This is an optimization exercise on Yosys and OpenROAD, whose aim is small area, a short achievable clock period and few clock cycles, not a production implementation. At most, simulation tests tie the RTL to the original design; equivalence was not proved. Power is estimated from default activity; no workload was simulated.

== P ==
## grammar_token_scanner
module grammar_token_scanner #(
    parameter int unsigned SOURCE_DEPTH = 65536
) (
    input  logic        aclk,
    input  logic        aresetn,
    input  logic        cfg_we,
    input  logic [15:0] cfg_wdata,
    input  logic        s_valid,
    output logic        s_ready,
    input  logic [7:0]  s_ch,
    input  logic        s_end_of_source,
    output logic        m_valid,
    input  logic        m_ready,
    output logic [3:0]  m_kind,
    output logic [15:0] m_line,
    output logic [15:0] m_start_res,
    output logic [15:0] m_length,
    output logic [1:0]  m_error_code,
    output logic        m_last_result
);
export LEC_CHECK = 0
export ABC_AREA = 1
export CAP_MARGIN = 20
export CORE_MARGIN = 2
export CORE_UTILIZATION = 40
export CTS_BUF_LIST = sky130_fd_sc_hd__clkbuf_4 sky130_fd_sc_hd__clkbuf_8
export SETUP_SLACK_MARGIN = 2.9
export SLEW_MARGIN = 20
create_clock -name core_clock -period 5.5 [get_ports {aclk}]
standard.sh (not shown) runs the stock make flow with config.mk's settings and CLKGATE_MAP_FILE= SYNTH_SCRIPT=/design/flow/synth_recipe.tcl, a recipe that flattens the netlist after the stock synthesis.
==> flow/flow/run.sh <==
#!/bin/bash
# The standard layout, with the port buffers made from sky130_fd_sc_hd__buf_1
# instead of the delay cell buffer_ports picks by default. ORFS writes each
# step's log under orfs/logs; make's own output goes to standard.log.
bash standard.sh BUFFER_PORTS_ARGS="-buffer_cell sky130_fd_sc_hd__buf_1" finish > standard.log 2>&1
Testbench counts of P, summed over its fixed seeds: cycles 24,756.
Setup changes, P to Q
diff --git a/flow/design.v b/flow/design.v
--- a/flow/design.v
+++ b/flow/design.v
@@ -65,23 +65,22 @@
     logic        d_lf;          
     logic        d_fid;         
     logic        d_fstr;        
     logic        d_id2;         
     logic        d_prep;        
     logic [1:0]  d_mode;        
     logic        o_valid;
     logic        o_bubble;      
     logic [3:0]  o_kind;
     logic [1:0]  o_err;
     logic        o_text;
-    logic        o_last;
     logic        m_busy;
     logic        o_vl;
     logic [1:0]  o_text_c;
     logic        q_valid;
     logic [2:0]  q_code;
     logic        f_pend;
     logic [15:0] line_reg;
     logic [15:0] pos_reg;
     logic [15:0] ts_reg;
     logic [15:0] len_reg;
     logic [15:0] first_line_reg;
@@ -171,68 +170,65 @@
     assign line_inc = {1'b0, line_reg} + 17'd1;
     assign len_inc  = {1'b0, len_reg} + 17'd1;
     assign new_src  = load & (src_start | (consume & d_eos));
     logic        pos_sat;
     logic [15:0] pos_nx;
     assign pos_sat = (pos_reg >= POS_MAX);
     assign pos_nx  = (POS_MAX == 16'hFFFF) ? (pos_inc[15:0] | {16{pos_sat}})
                                            : (pos_sat ? pos_reg : pos_inc[15:0]);
     assign m_valid       = o_valid;
     assign m_kind        = o_kind;
     assign m_error_code  = o_err;
-    assign m_last_result = o_last;
+    assign m_last_result = ~(q_valid | f_pend);
     assign m_line        = line_reg;
     assign m_start_res   = o_text_c[0] ? ts_reg : 16'd0;
     assign m_length      = o_text_c[1] ? len_reg : 16'd0;
     assign s_ready       = main_free;
     assign out_take  = o_valid & m_ready;
-    assign advance   = (out_take & ~o_last) | o_bubble;
-    assign consume   = b_valid & ((out_take & o_last) | (~o_valid & ~o_bubble));
+    assign advance   = (out_take & ~o_vl) | o_bubble;
+    assign consume   = b_valid & ((m_ready & o_vl) | (~o_valid & ~o_bubble));
     assign main_free = ~m_busy | (m_ready & o_vl);
     assign take      = s_valid & main_free;
     assign load      = take;
     assign to_post   = ~q_valid | (q_code == 3'd0);
     assign prep      = advance & d_prep & to_post;
     always_ff @(posedge aclk) begin
         if (load) begin
             d_eos  <= n_eos;
             d_lf   <= is_lf;
             d_fid  <= n_fid;
             d_fstr <= n_fstr;
             d_id2  <= n_id2;
             o_kind <= n_kind;
             o_err  <= n_err;
             o_text <= n_text;
             o_text_c <= {2{n_text}};
-            o_last <= n_last;
             q_code <= n_qcode;
         end else if (advance) begin
             if (q_valid) begin
                 if (q_code == 3'd0) begin
                     o_kind <= d_id2 ? gts_pkg::KIND_IDENT : gts_pkg::KIND_ERR;
                     o_err  <= d_id2 ? gts_pkg::ERR_NONE : gts_pkg::ERR_OPEN_STR;
                     o_text <= d_id2;
                     o_text_c <= {2{d_id2}};
                 end else begin
                     o_kind <= (q_code == 3'd7) ? gts_pkg::KIND_ERR : {1'b0, q_code};
                     o_err  <= (q_code == 3'd7) ? gts_pkg::ERR_UNEXPECTED : gts_pkg::ERR_NONE;
                     o_text <= 1'b0;
                     o_text_c <= 2'b00;
                 end
-                o_last <= ~f_pend;
             end else begin
                 o_kind <= gts_pkg::KIND_EOF;
                 o_err  <= gts_pkg::ERR_NONE;
                 o_text <= 1'b0;
                     o_text_c <= 2'b00;
-                o_last <= 1'b1;
             end
         end
         if (new_src) begin
             pos_reg <= 16'd0;
         end else if (consume && !d_eos) begin
             pos_reg <= pos_nx;
         end
         if (new_src) begin
             ts_reg  <= 16'd0;
             len_reg <= 16'd1;
         end else if (prep) begin
--- outcome ---
Power per cell area | Q below P
Relative to P, the via count measured on Q has increased by a few percent.
Area: Q vs P -> Q larger
P → Q: area of combinational cells with multiple inputs now larger; area added between synthesis and finish went up by 1.2 points; count of multi-input gates was more or less identical; met2 usage in global routing dropped 1.9 points; first-iteration DRC count dropped 22.
Function not checked in Q: the RTL went through the layout flow alone.

-- static timing again, ports no longer ideal --
The results above use ideal ports. As a check the final layouts listed here were re-extracted and re-timed, cells and wires unchanged.
Step 1 assumes that a clkbuf_16 drives the clock port and a buf_2 every other input.
Step 2 moves the port delays by t, midway between the first and last clock arrival at a register: inputs arrive t later, outputs are due t later. That takes back most of the time a late clock gives input paths.
Three values: ideal, step 1, step 2; two values: the first two.
run | t, ns | setup WS [ns] | hold WS [ns] | latest minus earliest clock arrival (ns)
P | 0.414 | 2.936 / 2.915 / 2.683 | 0.469 / 0.469 / 0.469 | 0.020 / 0.020
Q | 0.417 | 2.943 / 2.912 / 2.652 | 0.478 / 0.478 / 0.478 | 0.017 / 0.017
After both steps every run listed still meets setup and hold. The setup slack of Q, which loses most, moves by -0.031 ns with the drivers and by -0.291 ns with both steps.
